From an optimization exercise on the open Yosys and OpenROAD flow, aimed at small area; shortcuts taken in it are not production practice.
Function was checked by simulation only, so behaviour that the tests miss may differ from the original.
Power and IR drop assume default switching activity.

===== flow/design.v =====
`default_nettype none
package rs_pkg;
    localparam int SLOT_W = $clog2(4);   
    typedef logic [32-1:0] data_t;        
    typedef struct packed {
        logic              spare;   
        logic              bank;    
        logic [SLOT_W-1:0] slot;    
    } row_fields_t;
    typedef union packed {
        logic [4-1:0] raw;
        row_fields_t          f;
    } row_tag_u;
    localparam logic BANK_ADD = 1'b0;
    localparam logic BANK_MUL = 1'b1;
endpackage
`default_nettype wire
`timescale 1ns/1ps
`default_nettype none
module reservation_station (
    input  wire         clk,
    input  wire         reset,
    input  wire         dispatch,
    input  wire         dispatch_is_mul,
    input  wire  [31:0] src1_value,
    input  wire  [31:0] src2_value,
    input  wire  [3:0]  src1_tag,
    input  wire  [3:0]  src2_tag,
    input  wire         src1_ready,
    input  wire         src2_ready,
    input  wire         add_bc_valid,
    input  wire  [3:0]  add_bc_tag,
    input  wire  [31:0] add_bc_value,
    input  wire         mul_bc_valid,
    input  wire  [3:0]  mul_bc_tag,
    input  wire  [31:0] mul_bc_value,
    input  wire         free_valid,
    input  wire  [3:0]  free_tag,
    output logic [3:0]  available,
    output logic        add_full,
    output logic        mul_full,
    output logic [31:0] rs1_val,
    output logic [31:0] rs2_val,
    output logic [3:0]  row,
    output logic        calculate
);
    localparam int ROWS = 8;
    logic [ROWS-1:0]        b;
    logic [ROWS-1:0]        v1;
    logic [ROWS-1:0]        v2;
    logic [ROWS-1:0][31:0]  d1;    
    logic [ROWS-1:0][31:0]  d2;
    assign d1 = ~d1n;
    assign d2 = ~d2n;
    logic [ROWS-1:0][31:0]  d1n;
    logic [ROWS-1:0][31:0]  d2n;
    logic [ROWS-1:0]        gn;    
    logic [ROWS-1:0] used;
    logic [3:0]      add_free, mul_free;    
    logic [ROWS-1:0] al;                    
    logic [ROWS-1:0] fr;                    
    logic [ROWS-1:0] req, gnt;
    logic            av, mv;                
    assign used = b | v1;
    assign add_full = &used[3:0];
    assign mul_full = &used[7:4];
    assign add_free = ~used[3:0] & (used[3:0] + 4'd1);
    assign mul_free = ~used[7:4] & (used[7:4] + 4'd1);
    always_comb begin
        available[3] = 1'b0;
        available[2] = dispatch_is_mul;
        if (dispatch_is_mul) begin
            available[1:0] = !used[4] ? 2'd0 : !used[5] ? 2'd1 : !used[6] ? 2'd2 : 2'd3;
        end else begin
            available[1:0] = !used[0] ? 2'd0 : !used[1] ? 2'd1 : !used[2] ? 2'd2 : 2'd3;
        end
    end
    assign al = {mul_free & {4{dispatch && dispatch_is_mul}},
                 add_free & {4{dispatch && !dispatch_is_mul}}};
    always_comb begin
        for (int i = 0; i < ROWS; i++) begin
            fr[i] = free_valid && (free_tag[2:0] == 3'(i));
        end
    end
    assign av = add_bc_valid && !add_bc_tag[3];
    assign mv = mul_bc_valid && !mul_bc_tag[3];
    logic s1a, s1m, s2a, s2m;
    assign s1a = add_bc_valid && (add_bc_tag == src1_tag);
    assign s1m = mul_bc_valid && (mul_bc_tag == src1_tag);
    assign s2a = add_bc_valid && (add_bc_tag == src2_tag);
    assign s2m = mul_bc_valid && (mul_bc_tag == src2_tag);
    logic [31:0] w1, w2;    
    assign w1 = {src1_value[31:3], src1_ready ? src1_value[2:0] : src1_tag[2:0]};
    assign w2 = {src2_value[31:3], src2_ready ? src2_value[2:0] : src2_tag[2:0]};
    logic [ROWS-1:0] ah1, mh1, ah2, mh2;
    logic [ROWS-1:0] ss1, sa1, sm1, ss2, sa2, sm2;
    always_comb begin
        for (int i = 0; i < ROWS; i++) begin
            ah1[i] = b[i] && !v1[i] && av && (d1[i][2:0] == add_bc_tag[2:0]);
            mh1[i] = b[i] && !v1[i] && mv && (d1[i][2:0] == mul_bc_tag[2:0]);
            ah2[i] = b[i] && !v2[i] && av && (d2[i][2:0] == add_bc_tag[2:0]);
            mh2[i] = b[i] && !v2[i] && mv && (d2[i][2:0] == mul_bc_tag[2:0]);
            ss1[i] = al[i] && (src1_ready || !(s1a || s1m));
            sa1[i] = (al[i] && !src1_ready && s1a) || ah1[i];
            sm1[i] = (al[i] && !src1_ready && !s1a && s1m) || (mh1[i] && !ah1[i]);
            ss2[i] = al[i] && (src2_ready || !(s2a || s2m));
            sa2[i] = (al[i] && !src2_ready && s2a) || ah2[i];
            sm2[i] = (al[i] && !src2_ready && !s2a && s2m) || (mh2[i] && !ah2[i]);
        end
    end
    assign req = b & v1 & v2;
    assign gnt = req & ~(req - 8'd1);
    always_ff @(posedge clk) begin
        if (reset) begin
            b  <= '0;
            v1 <= '0;
            v2 <= '0;
            gn <= '1;
        end else begin
            gn <= ~gnt;
            for (int i = 0; i < ROWS; i++) begin
                if (fr[i]) begin
                    b[i]  <= 1'b0;
                    v1[i] <= 1'b0;
                    v2[i] <= 1'b0;
                end else if (al[i]) begin
                    b[i]  <= 1'b1;
                    v1[i] <= src1_ready || s1a || s1m;
                    v2[i] <= src2_ready || s2a || s2m;
                end else begin
                    if (gnt[i]) b[i] <= 1'b0;
                    if (ah1[i] || mh1[i]) v1[i] <= 1'b1;
                    if (ah2[i] || mh2[i]) v2[i] <= 1'b1;
                end
            end
        end
    end
    always_ff @(posedge clk) begin
        for (int i = 0; i < ROWS; i++) begin
            d1n[i] <= ~(({32{ss1[i]}} & w1) | ({32{sa1[i]}} & add_bc_value)
                        | ({32{sm1[i]}} & mul_bc_value))
                      & ({32{ss1[i] || sa1[i] || sm1[i]}} | d1n[i]);
            d2n[i] <= ~(({32{ss2[i]}} & w2) | ({32{sa2[i]}} & add_bc_value)
                        | ({32{sm2[i]}} & mul_bc_value))
                      & ({32{ss2[i] || sa2[i] || sm2[i]}} | d2n[i]);
        end
    end
    always_comb begin
        rs1_val = '0;
        rs2_val = '0;
        for (int i = 0; i < ROWS; i++) begin
            rs1_val = rs1_val | ~({32{gn[i]}} | d1n[i]);
            rs2_val = rs2_val | ~({32{gn[i]}} | d2n[i]);
        end
    end
    assign calculate = ~&gn;
    assign row = {1'b0, ~&gn[7:4], ~(gn[2] & gn[3] & gn[6] & gn[7]), ~(gn[1] & gn[3] & gn[5] & gn[7])};
endmodule
`default_nettype wire

===== flow/flow/run.sh =====
#!/bin/bash
# The standard layout (standard.sh), with these changes:
#  - synthesis maps logic with an area-oriented ABC script (flow/abc_area.script)
#    in place of ORFS's abc_speed.script; everything else in synthesis is the
#    standard one, so the registers are the standard synthesis's;
#  - ports buffered with the smallest buffer (buf_1) instead of clkdlybuf4s50_1;
#  - clock tree from clkbuf_8 with larger sink clusters and no dummy loads.
# Each make step writes its own log under orfs/logs; make's output goes to make_*.log.
set -euo pipefail
rm -rf scripts_own
cp -r "$FLOW_HOME/scripts" scripts_own
cp flow/abc_area.script scripts_own/abc_speed.script
export BUFFER_PORTS_ARGS="-buffer_cell sky130_fd_sc_hd__buf_1"
export CTS_ARGS="-sink_clustering_enable -repair_clock_nets -dont_use_dummy_load -buf_list sky130_fd_sc_hd__clkbuf_8 -sink_clustering_size 16 -sink_clustering_max_diameter 60"
SCRIPTS_DIR="$PWD/scripts_own" bash standard.sh synth > make_synth.log 2>&1
bash standard.sh > make_flow.log 2>&1

===== flow/flow/abc_area.script =====
strash
&get -n
&fraig -x
&put
dc2
dch -f
map -a
strash
dch -f
map -a
strash
dch -f
map -a

===== flow/standard.sh =====
#!/bin/bash
# synth_recipe.tcl (not shown) runs the flow's synth.tcl, then flattens the netlist and writes it again
# the make line also repeats each setting of config.mk as NAME=value (left out here)
make -C /OpenROAD-flow-scripts/flow DESIGN_CONFIG=/design/flow/config.mk WORK_HOME=/design/flow/orfs CLKGATE_MAP_FILE= SYNTH_SCRIPT=/design/flow/synth_recipe.tcl "${@:-finish}"

===== flow/config.mk =====
export PLATFORM = sky130hd
export DESIGN_NAME = reservation_station
export DESIGN_NICKNAME = reservation_station
export VERILOG_FILES = /design/flow/design.v
export SDC_FILE = /design/flow/constraint.sdc
export NUM_CORES = 4
export LEC_CHECK = 0
export CAP_MARGIN = 20
export CORE_MARGIN = 2
export CORE_UTILIZATION = 42
export SLEW_MARGIN = 20

===== flow/constraint.sdc =====
create_clock -name core_clock -period 4.0 [get_ports {clk}]
set_input_delay 0.8000 -clock core_clock [delete_from_list [all_inputs] [get_ports {clk}]]
set_output_delay 0.8000 -clock core_clock [all_outputs]
set_load 0.01 [all_outputs]

==> implementation parameters, run 1 <==
Parameter                              Value

Status
  Status ... finished clean

Timing
  Final period utilization ... 0.918
  Pins over their slew limit ... 0
  Final period demand of the worst path ... 3670 ps
  # setup viols final ... 0
  Pin slew with the least headroom to its limit ... 1260 ps
  Total count of hold-check failures in the final report ... 0
  Final clock skew ... 122 ps
  Setup repair after global routing missed its margin ... no
  Worst slew slack as a fraction of its limit ... 0.163
  Highest Clock Rate ... 272 MHz

Job
  Max Cap Viol ... 0

Critical path
  Data arrival time at the worst-slack endpoint ... 2870 ps
  Reg2Reg Setup Slack ... 460 ps
  Crit path capture type ... primary output
  Required time of the critical path ... 3200 ps
  Critical register-to-register path endpoint ... v1[7]
  Highest fanout seen on the critical path ... 30
  Reg2reg path depth ... 15
  Launching point of the worst reg2reg path ... b[4]
  Critical Path Start Type ... flip-flop
  Critical path class ... flip-flop to primary output

Placement
  Count of buffers from port buffering ... 228
  Area after DPL ... 28500 um^2
  Detailed placer's ending HPWL ... 92.8 mm
  Cell count after placement ... 4056
  Routability-driven placement congestion ratio ... 0.994

Clock network
  TritonCTS sink count ... 544
  Cts repair resizes ... 0
  H-tree levels ... 2
  Post-CTS setup-driven buffer insertion count ... 0
  Clock buffer count from CTS ... 47
  Worst-Skew Late Latency ... 740 ps
  Clock root buffer ... sky130_fd_sc_hd__clkbuf_8
  Clock tree from TritonCTS ... done
  Clock-pin slew on the worst setup and hold paths ... 110 ps
  Clock buffer depth ... 3
  Count of hold-fix buffers inserted at cts ... 0

Yosys
  Cells after Synth ... 2857
  Register area share after synthesis ... 0.445
  Post-synthesis average cell area ... 8.57 um^2
  Prevailing post-synth register cell ... sky130_fd_sc_hd__dfxtp_1
  Share of async-settable or async-resettable flops after synthesis ... 0
  Leading cell types by total area after synthesis ... sky130_fd_sc_hd__dfxtp_1 (44%), sky130_fd_sc_hd__o22ai_1 (25%), sky130_fd_sc_hd__a221oi_1 (9.6%)
  YS warnings ... 1
  Cell taking the most area after synthesis ... sky130_fd_sc_hd__dfxtp_1
  Library cell with the highest instance count after synthesis ... sky130_fd_sc_hd__o22ai_1
  Most used standard cells in the synthesized netlist ... sky130_fd_sc_hd__o22ai_1 (962), sky130_fd_sc_hd__dfxtp_1 (544), sky130_fd_sc_hd__nor2_1 (340)
  Area share of the largest cell type after synthesis ... 0.445
  Number of distinct standard cells referenced by the synthesized netlist ... 34
  Post-synthesis sequential element count ... 544
  Post-synth EDFFs ... 0
  Cell area after technology mapping ... 24500 um^2

Die
  Number of placement rows ... 88
  Die Wd ... 245 um
  Starting utilization of the core area ... 0.424
  Height of the die ... 245 um
  Core outline area ... 57700 um^2
  I/O pins ... 232
  Die outline area ... 60300 um^2

Pwr
  Power per unit of standard cell area ... 529 nW/um^2
  VDD IR max ... 0.290 mV
  Static Leak ... 0.0103 uW

Final layout
  Area added between synthesis and finish ... 19.1%
  Final instance count without filler cells ... 4106
  Nets ... 3497
  Register area ... 10900 um^2
  Finished Cell Area ... 29200 um^2
  Number of filler instances in the final layout ... 5591
  Core Util, Final ... 0.505
  Fraction of layout instances using a drive strength above 1 ... 0.0992
  Multi-input gate area ... 13000 um^2

Worst hold path
  Hold Crit Start ... add_bc_value[7]
  Hold path cells ... 2
  Hold/Removal Path Class ... input pin to flip-flop
  Endpoint with the worst hold slack ... d2n[231]

Drt
  First-pass detailed-route iteration total ... 7
  Remaining antenna violation count after routing ... 0
  Total Routed Length ... 153 mm
  Via count ... 32300
  Residual DRC count ... 0
  Per-cell routed wire length ... 37.3 um
  Vias/cell ... 7.88
  First DRT Iteration DRCs ... 5517

Global routing
  Number of antenna violations at the first check in global routing ... 5
  Maximum number of pins on one net before global-route repair ... 34
  Via count of the first global-routing pass ... 30600
  Global-route wire length before repair ... 215 mm
  Overall fraction of global-route tracks in use ... 0.488
  Total grt overflow ... 0
-- power breakdown --
group	total, uW	internal [uW]	switching (uW)
Combinational	3680	1680	2010
Clock	3040	1050	1990
Sequential	8700	7370	1330
-- layer usage --
metal  vias up  track usage  share of wire
li1      12700            -              -
met1     15200        0.601           0.35
met2      3442        0.699           0.40
met3      1005        0.177           0.16
met4         4        0.350          0.092
met5         -      0.00654        0.00015
-- layout by cell type, fill, tap and decap left out, drive strengths merged, types with 2 or more instances in the layout --
cell / n
o22ai: 962
dfxtp: 544
buf: 436
nor2: 340
clkinv: 269
a221oi: 269
nor3: 69
nand2: 65
o221ai: 54
clkbuf: 47
o21ai: 47
a21oi: 43
nand3: 28
xor2: 26
a211oi: 21
nand4: 17
xnor2: 16
nor4: 15
or4: 10
or2: 9
a2111oi: 9
a31oi: 9
a22oi: 7
o211ai: 6
o2111ai: 5
diode: 3
a32oi: 3
o21a: 2
conb: 2
a21boi: 2
-- flip-flops by register name, indices dropped and copies added (netlist names) --
register	count
b	8
gn	8
d1n	256
d2n	256
v2	8
v1	8
-- worst max path at each step --
stage	from	endpoint	cells past startpoint
4_1_cts	gn[1]	rs1_val[22]	6
2_1_floorplan	add_bc_tag[1]	v2[4]	9
3_3_place_gp	add_bc_valid	v1[7]	16
6_report	gn[0]	rs1_val[30]	5
3_5_place_dp	add_bc_tag[1]	d2n[228]	15
5_1_grt	b[4]	v1[7]	15
-- kinds of logic (layout without fill, tap and decap cells) --
group,count (synthesis),count (layout),share of synthesized area
AO/OA/AOI/OAI,1444,1444,0.402
AND/OR/NAND/NOR,553,553,0.0959
flip-flops,544,544,0.445
buffers and inverters,272,752,0.0421
XOR/XNOR,42,42,0.0150
other,1,5,0.000153
multiplexers,1,1,0.000409
-- through the flow --
stage / setup TNS, ps / hold WS (ps) / setup WS, ps / power (uW)
final: 0 / 332 / 329 / 15400
after global routing: 0 / 363 / 255 / 16000
after CTS: 0 / 308 / 461 / 15100
after detailed placement: 0 / 465 / 249 / 12200
after global placement: 0 / 452 / 282 / 12000
after floorplan: -39570 / 439 / -556 / 10900
-- critical path: stages, from the launching register on --
cell and delay [ps]:
sky130_fd_sc_hd__dfxtp_4 820, sky130_fd_sc_hd__buf_4 450, sky130_fd_sc_hd__o22ai_1 140, sky130_fd_sc_hd__nor3_1 240
sky130_fd_sc_hd__o221ai_1 300, sky130_fd_sc_hd__buf_1 220
-- area by class of cell --
class / instances / area share
antenna: 3 / 0.000257
clock buffer: 47 / 0.0222
inverter: 269 / 0.0346
multi-input combinational: 2042 / 0.445
sequential: 544 / 0.374
tap: 765 / 0.0328
timing repair buffer: 436 / 0.0911
==> run 2, diff against run 1 <==
--- a/flow/flow/run.sh
+++ b/flow/flow/run.sh
@@ -11,6 +11,6 @@
 cp -r "$FLOW_HOME/scripts" scripts_own
 cp flow/abc_area.script scripts_own/abc_speed.script
 export BUFFER_PORTS_ARGS="-buffer_cell sky130_fd_sc_hd__buf_1"
-export CTS_ARGS="-sink_clustering_enable -repair_clock_nets -dont_use_dummy_load -buf_list sky130_fd_sc_hd__clkbuf_8 -sink_clustering_size 16 -sink_clustering_max_diameter 60"
+export CTS_ARGS="-sink_clustering_enable -repair_clock_nets -dont_use_dummy_load -buf_list sky130_fd_sc_hd__clkbuf_8 -sink_clustering_size 12 -sink_clustering_max_diameter 50"
 SCRIPTS_DIR="$PWD/scripts_own" bash standard.sh synth > make_synth.log 2>&1
 bash standard.sh > make_flow.log 2>&1
==> flow/flow/abc_area.script (replaced) <==
strash
&get -n
&fraig -x
&put
dc2
dch -f
map -a
strash
dch -f
map -a
==> implementation parameters, run 2 <==
Parameter                              Value

Die
  Height of the die ... 246 um
  Die outline area ... 60400 um^2
  Starting utilization of the core area ... 0.425
  Number of placement rows ... 88
  I/O pins ... 232
  Core outline area ... 57800 um^2
  Die Wd ... 246 um

Timing
  Final worst hold slack ... 368 ps
  Post-route worst setup slack ... 220 ps
  Pin slew with the least headroom to its limit ... 1060 ps
  Pins over their slew limit ... 0
  # setup viols final ... 0
  Highest Clock Rate ... 265 MHz
  Setup repair after global routing missed its margin ... no
  Final period demand of the worst path ... 3780 ps
  Final period utilization ... 0.945
  Final clock skew ... 77.3 ps
  Total count of hold-check failures in the final report ... 0
  Worst slew slack as a fraction of its limit ... 0.292
  Setup_tns ... 0 ps

Yosys
  Leading cell types by total area after synthesis ... sky130_fd_sc_hd__dfxtp_1 (44%), sky130_fd_sc_hd__o22ai_1 (25%), sky130_fd_sc_hd__a221oi_1 (9.0%)
  Post-synthesis sequential element count ... 544
  Prevailing post-synth register cell ... sky130_fd_sc_hd__dfxtp_1
  Post-synthesis average cell area ... 8.49 um^2
  Post-synth EDFFs ... 0
  Cells after Synth ... 2893
  Most used standard cells in the synthesized netlist ... sky130_fd_sc_hd__o22ai_1 (987), sky130_fd_sc_hd__dfxtp_1 (544), sky130_fd_sc_hd__nor2_1 (357)
  Number of distinct standard cells referenced by the synthesized netlist ... 31
  Cell taking the most area after synthesis ... sky130_fd_sc_hd__dfxtp_1
  YS warnings ... 1
  Library cell with the highest instance count after synthesis ... sky130_fd_sc_hd__o22ai_1
  Cell area after technology mapping ... 24600 um^2
  Register area share after synthesis ... 0.443
  Share of async-settable or async-resettable flops after synthesis ... 0
  Area share of the largest cell type after synthesis ... 0.443

Drt
  Residual DRC count ... 0
  Vias/cell ... 7.79
  Remaining antenna violation count after routing ... 0
  Per-cell routed wire length ... 36.6 um
  First DRT Iteration DRCs ... 5019
  Total Routed Length ... 152 mm
  Via count ... 32400
  First-pass detailed-route iteration total ... 7

Clock network
  Clock tree from TritonCTS ... done
  Post-CTS setup-driven buffer insertion count ... 0
  Count of hold-fix buffers inserted at cts ... 0
  H-tree levels ... 3
  TritonCTS sink count ... 544
  Clock buffer depth ... 3
  Clock-pin slew on the worst setup and hold paths ... 90 ps
  Clock root buffer ... sky130_fd_sc_hd__clkbuf_8
  Worst-Skew Late Latency ... 690 ps
  Clock buffer count from CTS ... 67
  Cts repair resizes ... 0

Critical path
  Launching point of the worst reg2reg path ... b[4]
  Reg2Reg Setup Slack ... 790 ps
  Critical path class ... flip-flop to primary output
  Worst-path cell with the longest stage delay ... sky130_fd_sc_hd__nor4_1
  Required time of the critical path ... 3200 ps
  Highest fanout seen on the critical path ... 20
  Critical Path Start Type ... flip-flop
  Data arrival time at the worst-slack endpoint ... 2980 ps
  Crit path capture type ... primary output
  Critical register-to-register path endpoint ... d2n[245]
  Reg2reg path depth ... 14
  Origin of the worst setup path ... gn[7]
  Worst-path cell chain ... clkinv_1 -> nor4_1 -> nand4_1 -> buf_1
  Worst path buffer plus inverter count ... 2
  Worst stage delay on the critical path ... 830 ps
  Top Family by Delay on Critical Path ... simple AND/OR/NAND/NOR gates

Job
  Max Cap Viol ... 0

Placement
  Count of buffers from port buffering ... 228
  Pre-CTS setup slack ... -14.1 ps
  Cell count after placement ... 4092
  Detailed placer's ending HPWL ... 92.3 mm
  Routability-driven placement congestion ratio ... 0.984

Worst hold path
  Hold path cells ... 2
  Hold Crit Start ... src2_value[26]
  Hold/Removal Path Class ... input pin to flip-flop
  Endpoint with the worst hold slack ... d2n[218]

Pwr
  Sequential power share ... 0.544
  VDD IR max ... 0.317 mV
  Internal power ... 10600 uW
  Power per unit of standard cell area ... 541 nW/um^2
  Net load switching power ... 5440 uW
  Switching portion of total power ... 0.340
  Comb pwr share ... 0.233
  Final total power ... 16000 uW
  Power share of the clock group ... 0.223
  Static Leak ... 0.0105 uW

Global routing
  Met2 track demand over resource ... 0.685
  GR met1 Demand/Resource ... 0.598
  Global-route track usage on met3 ... 0.192
  Maximum number of pins on one net before global-route repair ... 66
  Total grt overflow ... 0
  Global-route wire length before repair ... 213 mm
  Overall fraction of global-route tracks in use ... 0.484
  Number of antenna violations at the first check in global routing ... 4
  Global route hottest layer ... met2
  Via count of the first global-routing pass ... 30500

Final layout
  Area added between synthesis and finish ... 20.5%
  Leading cell types in the layout, fill and taps excluded ... sky130_fd_sc_hd__o22ai_1 (983), sky130_fd_sc_hd__dfxtp_1 (536), sky130_fd_sc_hd__nor2_1 (346)
  Nets ... 3553
  Fraction of layout instances using a drive strength above 1 ... 0.108
  Final instance count without filler cells ... 4161
  Commonest non-fill, non-tap cell in the layout ... sky130_fd_sc_hd__o22ai_1
  Leading registers by flop count ... d1n x256, d2n x256

Status
  Status ... finished clean
## run 2: cell types whose count changed in the layout (fill, tap and decap cells not counted), moves of 5 or more
| cell | delta |
|---|---|
| sky130_fd_sc_hd__a211oi_1 | -15 |
| sky130_fd_sc_hd__or4_2 | +10 |
| sky130_fd_sc_hd__buf_4 | -5 |
| sky130_fd_sc_hd__o22ai_1 | +25 |
| sky130_fd_sc_hd__a221oi_1 | -16 |
| sky130_fd_sc_hd__nand2_1 | +6 |
| sky130_fd_sc_hd__o21ai_0 | +9 |
| sky130_fd_sc_hd__xnor2_1 | +6 |
| sky130_fd_sc_hd__o221ai_1 | -9 |
| sky130_fd_sc_hd__clkbuf_8 | +20 |
| sky130_fd_sc_hd__a21oi_1 | +6 |
| sky130_fd_sc_hd__nor2_1 | +18 |
| sky130_fd_sc_hd__buf_12 | +5 |
## run 2: worst max-delay path by stage
stage,endpoint,cells past startpoint
after floorplan,v2[4],9
after global placement,d2n[93],16
after detailed placement,d2n[77],16
after CTS,rs1_val[6],4
after global routing,row[0],4
final,calculate,4
## run 2: cell families (layout without fill, tap and decap cells)
| kind of cell | after synthesis | after routing | share of synthesized area |
|---|---|---|---|
| xor+xnor | 47 | 47 | 0.0168 |
| simple gates | 591 | 591 | 0.104 |
| other cells | 1 | 4 | 0.000153 |
| flops | 544 | 544 | 0.443 |
| buf+inv | 276 | 776 | 0.0426 |
| compound gates | 1434 | 1434 | 0.393 |
## run 2: worst reg2reg max path: cells and delay by family (launching register included)
kind,cells,cell delay (ps)
buffers and inverters,6,1530
AOI/OAI and AO/OA,4,650
DFF,1,460
and+or+nand+nor,4,440
## run 2: cell type report
cell class                      count  area (um^2)
Inverter                          273         1030
Sequential cell                   544        10900
Timing Repair Buffer              436         2720
Tap cell                          765          957
Fill cell                        5690        28200
Antenna cell                        2         5.00
Multi-Input combinational cell   2074        13100
Clock buffer                       67          922
## run 2: power groups by stage
| stage | registers [uW] | clock network (uW) | logic (uW) |
|---|---|---|---|
| floorplan | 8360 | 0 | 2570 |
| global placement | 8680 | 0 | 3420 |
| detailed placement | 8720 | 0 | 3580 |
| CTS | 8630 | 3520 | 3600 |
| global route | 8890 | 3730 | 4050 |
| finish | 8710 | 3570 | 3740 |
## run 2: through the flow
stage | instance area, um^2 | util
finish | 29600 | 0.512
global route | 29600 | 0.512
CTS | 29600 | 0.512
detailed placement | 28700 | 0.496
global placement | 28700 | 0.496
floorplan | 24700 | -
## run 2: routing by layer
metal / share of wire / up-vias
met5: 0.00026 / -
met1: 0.35 / 15200
met2: 0.40 / 3389
met3: 0.16 / 918
li1: - / 12900
met4: 0.083 / 6
==> run 3, diff against run 2 <==
--- a/flow/config.mk
+++ b/flow/config.mk
@@ -5,7 +5,7 @@
 export SDC_FILE = /design/flow/constraint.sdc
 export NUM_CORES = 4
 export LEC_CHECK = 0
-export CAP_MARGIN = 20
+export CAP_MARGIN = 10
 export CORE_MARGIN = 2
 export CORE_UTILIZATION = 42
-export SLEW_MARGIN = 20
+export SLEW_MARGIN = 10
==> implementation parameters, run 3 <==
Parameter                              Value

Drt
  First-pass detailed-route iteration total ... 7
  Total Routed Length ... 152 mm
  First DRT Iteration DRCs ... 5019
  Residual DRC count ... 0
  Vias/cell ... 7.79
  Per-cell routed wire length ... 36.6 um
  Via count ... 32400
  Remaining antenna violation count after routing ... 0

Critical path
  Reg2Reg Setup Slack ... 790 ps
  Critical path class ... flip-flop to primary output
  Critical Path Start Type ... flip-flop
  Critical register-to-register path endpoint ... d2n[245]
  Reg2reg path depth ... 14
  Launching point of the worst reg2reg path ... b[4]
  Required time of the critical path ... 3200 ps
  Highest fanout seen on the critical path ... 20
  Data arrival time at the worst-slack endpoint ... 2980 ps
  Crit path capture type ... primary output

Final layout
  Fraction of layout instances using a drive strength above 1 ... 0.108
  Leading registers by flop count ... d1n x256, d2n x256
  Nets ... 3553
  Leading cell types in the layout, fill and taps excluded ... sky130_fd_sc_hd__o22ai_1 (983), sky130_fd_sc_hd__dfxtp_1 (536), sky130_fd_sc_hd__nor2_1 (346)
  Commonest non-fill, non-tap cell in the layout ... sky130_fd_sc_hd__o22ai_1
  Area added between synthesis and finish ... 20.5%

Yosys
  Number of distinct standard cells referenced by the synthesized netlist ... 31
  Cell area after technology mapping ... 24600 um^2
  Share of async-settable or async-resettable flops after synthesis ... 0
  Post-synthesis sequential element count ... 544
  YS warnings ... 1
  Cells after Synth ... 2893
  Area share of the largest cell type after synthesis ... 0.443
  Register area share after synthesis ... 0.443
  Cell taking the most area after synthesis ... sky130_fd_sc_hd__dfxtp_1
  Prevailing post-synth register cell ... sky130_fd_sc_hd__dfxtp_1
  Post-synthesis average cell area ... 8.49 um^2
  Most used standard cells in the synthesized netlist ... sky130_fd_sc_hd__o22ai_1 (987), sky130_fd_sc_hd__dfxtp_1 (544), sky130_fd_sc_hd__nor2_1 (357)
  Leading cell types by total area after synthesis ... sky130_fd_sc_hd__dfxtp_1 (44%), sky130_fd_sc_hd__o22ai_1 (25%), sky130_fd_sc_hd__a221oi_1 (9.0%)
  Library cell with the highest instance count after synthesis ... sky130_fd_sc_hd__o22ai_1
  Post-synth EDFFs ... 0

Clock network
  Count of hold-fix buffers inserted at cts ... 0
  Clock-pin slew on the worst setup and hold paths ... 90 ps
  Cts repair resizes ... 0
  Clock root buffer ... sky130_fd_sc_hd__clkbuf_8
  Clock buffer depth ... 3
  Clock tree from TritonCTS ... done
  Post-CTS setup-driven buffer insertion count ... 0
  H-tree levels ... 3
  Worst-Skew Late Latency ... 690 ps
  TritonCTS sink count ... 544
  Clock buffer count from CTS ... 67

Timing
  Final period utilization ... 0.945
  Pins over their slew limit ... 0
  Setup_tns ... 0 ps
  Final clock skew ... 77.3 ps
  # setup viols final ... 0
  Total count of hold-check failures in the final report ... 0
  Worst slew slack as a fraction of its limit ... 0.292
  Final worst hold slack ... 368 ps
  Highest Clock Rate ... 265 MHz
  Final period demand of the worst path ... 3780 ps
  Pin slew with the least headroom to its limit ... 1060 ps
  Setup repair after global routing missed its margin ... no

Pwr
  Static Leak ... 0.0105 uW
  VDD IR max ... 0.317 mV
  Final total power ... 16000 uW
  Power per unit of standard cell area ... 541 nW/um^2

Worst hold path
  Hold Crit Start ... src2_value[26]
  Endpoint with the worst hold slack ... d2n[218]
  Hold path cells ... 2
  Hold/Removal Path Class ... input pin to flip-flop

Die
  Die outline area ... 60400 um^2
  Number of placement rows ... 88
  I/O pins ... 232
  Die Wd ... 246 um
  Starting utilization of the core area ... 0.425
  Height of the die ... 246 um
  Core outline area ... 57800 um^2

Status
  Status ... finished clean

Global routing
  Maximum number of pins on one net before global-route repair ... 66
  Total grt overflow ... 0
  Number of antenna violations at the first check in global routing ... 4
  Overall fraction of global-route tracks in use ... 0.484
  Via count of the first global-routing pass ... 30500
  Global-route wire length before repair ... 213 mm

Job
  Max Cap Viol ... 0

Placement
  Count of buffers from port buffering ... 228
  Routability-driven placement congestion ratio ... 0.984
  Detailed placer's ending HPWL ... 92.3 mm
==> run 3: power breakdown <==
part	total [uW]	internal (uW)	switching (uW)	leakage (uW)
combinational	3740	1680	2050	0.00551
sequential	8710	7400	1310	0.00455
clock	3570	1490	2080	0.000482
==> run 3: per-stage QoR <==
step | setup slack [ps] | instance area (um^2) | util | cells
2_1_floorplan | -566 | 24700 | - | 2894
4_1_cts | 402 | 29600 | 0.512 | 4159
6_report | 220 | 29600 | 0.512 | 4161
3_5_place_dp | -14.1 | 28700 | 0.496 | 4092
3_3_place_gp | 46.6 | 28700 | 0.496 | 4092
5_1_grt | 289 | 29600 | 0.512 | 4160
==> run 3: worst max-delay path: stages (launching register included) <==
cell                       delay [ps]
sky130_fd_sc_hd__dfxtp_4          690
sky130_fd_sc_hd__clkinv_1         440
sky130_fd_sc_hd__nor4_1           830
sky130_fd_sc_hd__nand4_1          170
sky130_fd_sc_hd__buf_1            180
==> run 3: how the worst max path moves through the flow <==
stage	from	endpoint	slack (ps)
2_1_floorplan	add_bc_tag[0]	v2[4]	-570
3_3_place_gp	add_bc_tag[2]	d2n[93]	50
3_5_place_dp	add_bc_tag[2]	d2n[77]	-10
4_1_cts	gn[7]	rs1_val[6]	400
5_1_grt	gn[7]	row[0]	290
6_report	gn[7]	calculate	220
==> run 3: area by class of cell <==
class / instances / area, um^2
timing repair buffer: 436 / 2720
sequential: 544 / 10900
tap: 765 / 957
clock buffer: 67 / 922
inverter: 273 / 1030
antenna: 2 / 5.00
fill: 5690 / 28200
multi-input combinational: 2074 / 13100
==> run 3: cell families after synthesis <==
group           synth area share
other cells             0.000153
flops                      0.443
simple gates               0.104
xor+xnor                  0.0168
compound gates             0.393
buf+inv                   0.0426
==> run 3: layer usage <==
metal  vias up  routed length, um  global-route usage
li1      12900                  -                   -
met1     15200              53800               0.598
met2      3389              60800               0.685
met3       918              25100               0.192
met4         6              12600               0.335
met5         -                 40                   0
==> run 4, diff against run 3 <==
--- a/flow/flow/run.sh
+++ b/flow/flow/run.sh
@@ -11,6 +11,6 @@
 cp -r "$FLOW_HOME/scripts" scripts_own
 cp flow/abc_area.script scripts_own/abc_speed.script
 export BUFFER_PORTS_ARGS="-buffer_cell sky130_fd_sc_hd__buf_1"
-export CTS_ARGS="-sink_clustering_enable -repair_clock_nets -dont_use_dummy_load -buf_list sky130_fd_sc_hd__clkbuf_8 -sink_clustering_size 12 -sink_clustering_max_diameter 50"
+export CTS_ARGS="-sink_clustering_enable -repair_clock_nets -dont_use_dummy_load -buf_list sky130_fd_sc_hd__clkbuf_8 -sink_clustering_size 14 -sink_clustering_max_diameter 55"
 SCRIPTS_DIR="$PWD/scripts_own" bash standard.sh synth > make_synth.log 2>&1
 bash standard.sh > make_flow.log 2>&1
--- a/flow/config.mk
+++ b/flow/config.mk
@@ -5,7 +5,7 @@
 export SDC_FILE = /design/flow/constraint.sdc
 export NUM_CORES = 4
 export LEC_CHECK = 0
-export CAP_MARGIN = 10
+export CAP_MARGIN = 20
 export CORE_MARGIN = 2
 export CORE_UTILIZATION = 42
-export SLEW_MARGIN = 10
+export SLEW_MARGIN = 20
==> implementation parameters, run 4 <==
Parameter                              Value

Status
  Status ... finished clean

Worst hold path
  Hold Crit Start ... add_bc_value[11]
  Hold/Removal Path Class ... input pin to flip-flop

Yosys
  Share of async-settable or async-resettable flops after synthesis ... 0
  Post-synth EDFFs ... 0
  Share of the synthesized netlist area taken by xor and xnor gates ... 0.0168
  Cells after Synth ... 2893
  Cell area after technology mapping ... 24600 um^2
  Compound-gate portion of the synthesized area ... 0.393
  Cell taking the most area after synthesis ... sky130_fd_sc_hd__dfxtp_1
  Dominant combinational cell family by area after synthesis ... compound AO/OA/AOI/OAI gates
  Fraction of the mapped netlist area in adder cells ... 0
  YS warnings ... 1
  Post-synthesis sequential element count ... 544
  Library cell with the highest instance count after synthesis ... sky130_fd_sc_hd__o22ai_1
  Most used standard cells in the synthesized netlist ... sky130_fd_sc_hd__o22ai_1 (987), sky130_fd_sc_hd__dfxtp_1 (544), sky130_fd_sc_hd__nor2_1 (357)
  Register area share after synthesis ... 0.443
  Area share of the largest cell type after synthesis ... 0.443
  Share of synthesized cell area in and, or, nand and nor gates ... 0.104
  Post-synthesis average cell area ... 8.49 um^2
  Prevailing post-synth register cell ... sky130_fd_sc_hd__dfxtp_1
  Number of distinct standard cells referenced by the synthesized netlist ... 31
  Share of cell area taken by muxes after synthesis ... 0
  Leading cell types by total area after synthesis ... sky130_fd_sc_hd__dfxtp_1 (44%), sky130_fd_sc_hd__o22ai_1 (25%), sky130_fd_sc_hd__a221oi_1 (9.0%)

Pwr
  Switching portion of total power ... 0.343
  VDD IR max ... 0.308 mV
  Power share of the clock group ... 0.205
  Internal power ... 10300 uW
  Static Leak ... 0.0104 uW
  Comb pwr share ... 0.239
  Power per unit of standard cell area ... 531 nW/um^2
  Final total power ... 15600 uW
  Sequential power share ... 0.556
  Net load switching power ... 5360 uW

Clock network
  Clock buffer depth ... 3
  Clock tree from TritonCTS ... done
  Count of hold-fix buffers inserted at cts ... 0
  Clock root buffer ... sky130_fd_sc_hd__clkbuf_8
  Clock-pin slew on the worst setup and hold paths ... 90 ps
  Post-CTS setup-driven buffer insertion count ... 0
  Clock buffer count from CTS ... 54
  Cts repair resizes ... 0
  Worst-Skew Late Latency ... 740 ps
  H-tree levels ... 2
  TritonCTS sink count ... 544

Drt
  Remaining antenna violation count after routing ... 0
  Per-cell routed wire length ... 36.7 um
  Top routing layer used ... met5
  Met2 wirelength from detailed routing ... 60.1 mm
  First-pass detailed-route iteration total ... 9
  First DRT Iteration DRCs ... 5502
  Total Routed Length ... 152 mm
  Amount of wire on met3 after detailed routing ... 25.5 mm
  Via count ... 32500
  Vias/cell ... 7.83
  Routed metal-1 wire length ... 53.4 mm
  Residual DRC count ... 0

Timing
  Final worst hold slack ... 314 ps
  Final period demand of the worst path ... 3800 ps
  Final clock skew ... 104 ps
  Worst slew slack as a fraction of its limit ... 0.279
  Setup repair after global routing missed its margin ... no
  Total count of hold-check failures in the final report ... 0
  Final period utilization ... 0.950
  Pin slew with the least headroom to its limit ... 1080 ps
  # setup viols final ... 0
  Setup_tns ... 0 ps
  Pins over their slew limit ... 0
  Highest Clock Rate ... 263 MHz

Critical path
  Required time of the critical path ... 3200 ps
  Origin of the worst setup path ... gn[7]
  Critical Path Start Type ... flip-flop
  Reg2Reg Setup Slack ... 800 ps
  Data arrival time at the worst-slack endpoint ... 3000 ps
  Launching point of the worst reg2reg path ... b[4]
  Critical path class ... flip-flop to primary output
  Crit path capture type ... primary output
  Critical register-to-register path endpoint ... d2n[254]
  Worst setup endpoint ... calculate
  Reg2reg path depth ... 14
  Highest fanout seen on the critical path ... 20

Final layout
  Leading registers by flop count ... d1n x256, d2n x256
  Area added between synthesis and finish ... 19.8%
  Core Util, Final ... 0.509
  Commonest non-fill, non-tap cell in the layout ... sky130_fd_sc_hd__o22ai_1
  Leading cell types in the layout, fill and taps excluded ... sky130_fd_sc_hd__o22ai_1 (983), sky130_fd_sc_hd__dfxtp_1 (536), sky130_fd_sc_hd__nor2_1 (346)
  Fraction of layout instances using a drive strength above 1 ... 0.105
  Nets ... 3540
  Finished Cell Area ... 29400 um^2

Job
  Max Cap Viol ... 0

Die
  Die Wd ... 246 um
  Starting utilization of the core area ... 0.425
  Die outline area ... 60400 um^2
  Number of placement rows ... 88
  I/O pins ... 232
  Core outline area ... 57800 um^2
  Height of the die ... 246 um

Placement
  Count of buffers from port buffering ... 228
  Detailed placer's ending HPWL ... 92.3 mm
  Area after DPL ... 28700 um^2
  Routability-driven placement congestion ratio ... 0.984

Global routing
  Number of antenna violations at the first check in global routing ... 8
  Maximum number of pins on one net before global-route repair ... 66
  Via count of the first global-routing pass ... 30500
  Total grt overflow ... 0
  Global-route wire length before repair ... 213 mm
  Overall fraction of global-route tracks in use ... 0.483
run 4: cell count changes in the layout (fill, tap and decap cells not counted), sizes merged:
cell | before | now
diode | 2 | 5
clkbuf | 67 | 54
run 4: cells by family after synthesis:
| family | count (synthesis) |
|---|---|
| compound gates | 1434 |
| xor+xnor | 47 |
| buf+inv | 276 |
| flops | 544 |
| other cells | 1 |
| simple gates | 591 |
run 4: metal layers:
layer	global-route usage	up-vias
met4	0.332	8
met1	0.599	15200
met3	0.196	987
met5	0	-
li1	-	12800
met2	0.680	3427
run 4: cell type report:
class                           instances  area (um^2)
Sequential cell                       544        10900
Fill cell                            5688        28400
Timing Repair Buffer                  436         2720
Inverter                              273         1030
Tap cell                              765          957
Clock buffer                           54          743
Multi-Input combinational cell       2074        13100
Antenna cell                            5         12.5
run 4: power by group through the flow:
stage | sequential [uW] | clock, uW | combinational (uW)
CTS | 8630 | 3160 | 3600
global route | 8880 | 3340 | 4050
detailed placement | 8720 | 0 | 3580
floorplan | 8360 | 0 | 2570
global placement | 8680 | 0 | 3420
finish | 8700 | 3210 | 3730
run 4: worst min-delay path by stage:
stage / to / cells after the start
floorplan: d2n[243] / 2
global placement: d1n[86] / 2
detailed placement: d1n[126] / 2
CTS: d2n[231] / 2
global route: d2n[247] / 2
finish: d2n[235] / 2
run 4: stage by stage:
stage | instances | setup slack, ps
final | 4151 | 201
after global routing | 4147 | 214
after CTS | 4146 | 369
after detailed placement | 4092 | -14.1
after global placement | 4092 | 46.6
after floorplan | 2894 | -566
run 4: worst max-delay path, cell delays in order, from the launching register on:
cell and delay (ps):
sky130_fd_sc_hd__dfxtp_4 700, sky130_fd_sc_hd__clkinv_1 410, sky130_fd_sc_hd__nor4_1 830, sky130_fd_sc_hd__nand4_1 170, sky130_fd_sc_hd__buf_1 190
==> run 5, diff against run 4 <==
==> flow/flow/run.sh (replaced) <==
#!/bin/bash
# The standard layout (standard.sh), with these changes:
#  - synthesis maps logic with an area-oriented ABC script (flow/abc_area.script)
#    (with ABC buffering and sizing at the end) in place of ORFS's abc_speed.script; everything else in synthesis is the
#    standard one, so the registers are the standard synthesis's;
#  - ports buffered with the smallest buffer (buf_1) instead of clkdlybuf4s50_1;
#  - clock tree from clkbuf_8 with larger sink clusters and no dummy loads.
# Each make step writes its own log under orfs/logs; make's output goes to make_*.log.
set -euo pipefail
rm -rf scripts_own
cp -r "$FLOW_HOME/scripts" scripts_own
cp flow/abc_area.script scripts_own/abc_speed.script
export BUFFER_PORTS_ARGS="-buffer_cell sky130_fd_sc_hd__buf_1"
export CTS_ARGS="-sink_clustering_enable -repair_clock_nets -dont_use_dummy_load -buf_list sky130_fd_sc_hd__clkbuf_8 -sink_clustering_size 16 -sink_clustering_max_diameter 60"
SCRIPTS_DIR="$PWD/scripts_own" bash standard.sh synth > make_synth.log 2>&1
bash standard.sh > make_flow.log 2>&1
==> flow/flow/abc_area.script (replaced) <==
strash
&get -n
&fraig -x
&put
dc2
dch -f
map -a
strash
dch -f
map -a
topo
stime -c
buffer -c
upsize -c
dnsize -c
==> implementation parameters, run 5 <==
Parameter                              Value

Timing
  Setup_tns ... 0 ps
  Pin slew with the least headroom to its limit ... 1040 ps
  Final period utilization ... 0.938
  Highest Clock Rate ... 267 MHz
  Total count of hold-check failures in the final report ... 0
  Final worst hold slack ... 330 ps
  Worst slew slack as a fraction of its limit ... 0.304
  Final clock skew ... 86.8 ps
  Pins over their slew limit ... 0
  # setup viols final ... 0
  Final period demand of the worst path ... 3750 ps
  Setup repair after global routing missed its margin ... no

Worst hold path
  Hold path cells ... 2
  Endpoint with the worst hold slack ... d2n[235]
  Hold Crit Start ... add_bc_value[11]
  Hold/Removal Path Class ... input pin to flip-flop

Yosys
  Number of distinct standard cells referenced by the synthesized netlist ... 54
  Cells after Synth ... 3204
  Library cell with the highest instance count after synthesis ... sky130_fd_sc_hd__o22ai_1
  Register area share after synthesis ... 0.414
  Prevailing post-synth register cell ... sky130_fd_sc_hd__dfxtp_1
  Post-synthesis average cell area ... 8.21 um^2
  Leading cell types by total area after synthesis ... sky130_fd_sc_hd__dfxtp_1 (41%), sky130_fd_sc_hd__o22ai_1 (23%), sky130_fd_sc_hd__a221oi_1 (6.9%)
  Most used standard cells in the synthesized netlist ... sky130_fd_sc_hd__o22ai_1 (985), sky130_fd_sc_hd__dfxtp_1 (544), sky130_fd_sc_hd__nor2_1 (344)
  Post-synthesis sequential element count ... 544
  Cell area after technology mapping ... 26300 um^2
  YS warnings ... 1
  Share of async-settable or async-resettable flops after synthesis ... 0
  Cell taking the most area after synthesis ... sky130_fd_sc_hd__dfxtp_1
  Area share of the largest cell type after synthesis ... 0.414
  Post-synth EDFFs ... 0

Clock network
  Clock buffer count from CTS ... 48
  Clock root buffer ... sky130_fd_sc_hd__clkbuf_8
  H-tree levels ... 2
  Worst-Skew Late Latency ... 740 ps
  Clock tree from TritonCTS ... done
  Post-CTS setup-driven buffer insertion count ... 0
  Clock buffer depth ... 3
  Count of hold-fix buffers inserted at cts ... 0
  Cts repair resizes ... 0
  Clock-pin slew on the worst setup and hold paths ... 90 ps
  TritonCTS sink count ... 544

Drt
  Per-cell routed wire length ... 36.8 um
  Vias/cell ... 7.73
  Via count ... 32300
  First DRT Iteration DRCs ... 6012
  Total Routed Length ... 154 mm
  Remaining antenna violation count after routing ... 0
  First-pass detailed-route iteration total ... 9
  Residual DRC count ... 0

Die
  Die Wd ... 254 um
  Die outline area ... 64600 um^2
  Starting utilization of the core area ... 0.425
  Number of placement rows ... 91
  Core outline area ... 61800 um^2
  I/O pins ... 232
  Height of the die ... 254 um

Pwr
  Static Leak ... 0.0113 uW
  Power per unit of standard cell area ... 529 nW/um^2
  VDD IR max ... 0.271 mV

Critical path
  Launching point of the worst reg2reg path ... v1[2]
  Worst-path cell with the longest stage delay ... sky130_fd_sc_hd__dfxtp_2
  Critical Path Start Type ... flip-flop
  Critical register-to-register path endpoint ... d2n[94]
  Worst path buffer plus inverter count ... 2
  Worst-path cell chain ... buf_12 -> o22ai_1 -> nor3_1 -> o221ai_1 -> buf_1
  Worst stage delay on the critical path ... 760 ps
  Highest fanout seen on the critical path ... 30
  Crit path capture type ... primary output
  Reg2Reg Setup Slack ... 510 ps
  Reg2reg path depth ... 8
  Data arrival time at the worst-slack endpoint ... 2950 ps
  Critical path class ... flip-flop to primary output
  Top Family by Delay on Critical Path ... flip-flops
  Required time of the critical path ... 3200 ps

Global routing
  Maximum number of pins on one net before global-route repair ... 43
  Total grt overflow ... 0
  Number of antenna violations at the first check in global routing ... 8
  Via count of the first global-routing pass ... 30600
  Overall fraction of global-route tracks in use ... 0.460
  Global-route wire length before repair ... 216 mm

Final layout
  Area added between synthesis and finish ... 12.5%
  Commonest non-fill, non-tap cell in the layout ... sky130_fd_sc_hd__o22ai_1
  Leading registers by flop count ... d1n x256, d2n x256
  Number of filler instances in the final layout ... 6076
  Nets ... 3501
  Leading cell types in the layout, fill and taps excluded ... sky130_fd_sc_hd__o22ai_1 (983), sky130_fd_sc_hd__dfxtp_1 (536), sky130_fd_sc_hd__nor2_1 (338)
  Fraction of layout instances using a drive strength above 1 ... 0.116

Placement
  Count of buffers from port buffering ... 228
  Detailed placer's ending HPWL ... 96.4 mm
  Routability-driven placement congestion ratio ... 0.990

Job
  Max Cap Viol ... 0

Status
  Status ... finished clean
-- run 5: per-layer routing --
metal | vias up | global-route usage | part of all wire
met5 | - | 0 | 0.00038
met4 | 8 | 0.314 | 0.086
met3 | 933 | 0.165 | 0.17
met2 | 3397 | 0.655 | 0.40
met1 | 15300 | 0.581 | 0.35
li1 | 12700 | - | -
-- run 5: kinds of logic after synthesis --
logic type,after synthesis,synth area share
flip-flops,544,0.414
other,1,0.000143
XOR/XNOR,47,0.0157
AO/OA/AOI/OAI,1434,0.381
AND/OR/NAND/NOR,591,0.100
buffers and inverters,587,0.0886
-- run 5: power breakdown --
group          internal [uW]  switching, uW
logic                   1720           2120
registers               7400           1330
clock network           1070           2010
-- run 5: layout make-up --
| cell class | instances | area, um^2 | share of cell area |
|---|---|---|---|
| Multi-Input combinational cell | 2074 | 13500 | 0.455 |
| Sequential cell | 544 | 10900 | 0.369 |
| Timing Repair Buffer | 403 | 2460 | 0.0833 |
| Tap cell | 837 | 1050 | 0.0354 |
| Inverter | 273 | 1030 | 0.0347 |
| Antenna cell | 4 | 10.0 | 0.000338 |
| Clock buffer | 48 | 661 | 0.0223 |
-- run 5: metrics by stage --
stage | util | std cells | power [uW] | instance area [um^2] | worst slack (ps)
2_1_floorplan | - | 3205 | 11100 | 26300 | 1230
3_3_place_gp | 0.467 | 4130 | 12200 | 28900 | 231
3_5_place_dp | 0.468 | 4131 | 12400 | 28900 | 178
4_1_cts | 0.478 | 4179 | 15400 | 29600 | 448
5_1_grt | 0.478 | 4180 | 16300 | 29600 | 246
6_report | 0.479 | 4183 | 15600 | 29600 | 248
-- run 5: worst max-delay path by stage --
stage                  startpoint          end  cells past startpoint
floorplan           mul_bc_tag[2]      d2n[10]                      9
CTS                         gn[6]   rs2_val[1]                      4
finish                      gn[0]  rs1_val[26]                      5
global placement    add_bc_tag[3]      d2n[82]                     12
global route                gn[0]  rs1_val[26]                      5
detailed placement  add_bc_tag[0]      d1n[61]                     15

separate check: timing with driven ports:
No port has a modelled driver above. Below, the same layouts with a new extraction and two added sets of constraints.
Step 1: set_driving_cell puts a clkbuf_16 on clk and a buf_2 on each other input, an assumption about the parent block.
Step 2 times the ports against the registers' clock, not the clock port: input delays grow and output delays shrink by t, the midpoint of the rising clock arrivals with the driver on.
Three values: ideal ports, drivers, drivers and shift; two values: the first two.
run | t, ns | setup WS [ns] | worst hold slack (ns) | slew at the worst register clock pin (ns)
run 1 | 0.748 | 0.329 / 0.264 / -0.028 | 0.332 / 0.295 / 0.481 | 0.11 / 0.11
run 2 | 0.709 | 0.220 / 0.159 / -0.199 | 0.368 / 0.335 / 0.463 | 0.09 / 0.09
run 3 | 0.709 | 0.220 / 0.159 / -0.199 | 0.368 / 0.335 / 0.463 | 0.09 / 0.09
run 4 | 0.749 | 0.201 / 0.141 / -0.166 | 0.314 / 0.278 / 0.469 | 0.10 / 0.10
run 5 | 0.754 | 0.248 / 0.189 / -0.153 | 0.330 / 0.299 / 0.485 | 0.11 / 0.11
With both steps, setup timing fails in every run listed, where it was met with ideal ports.
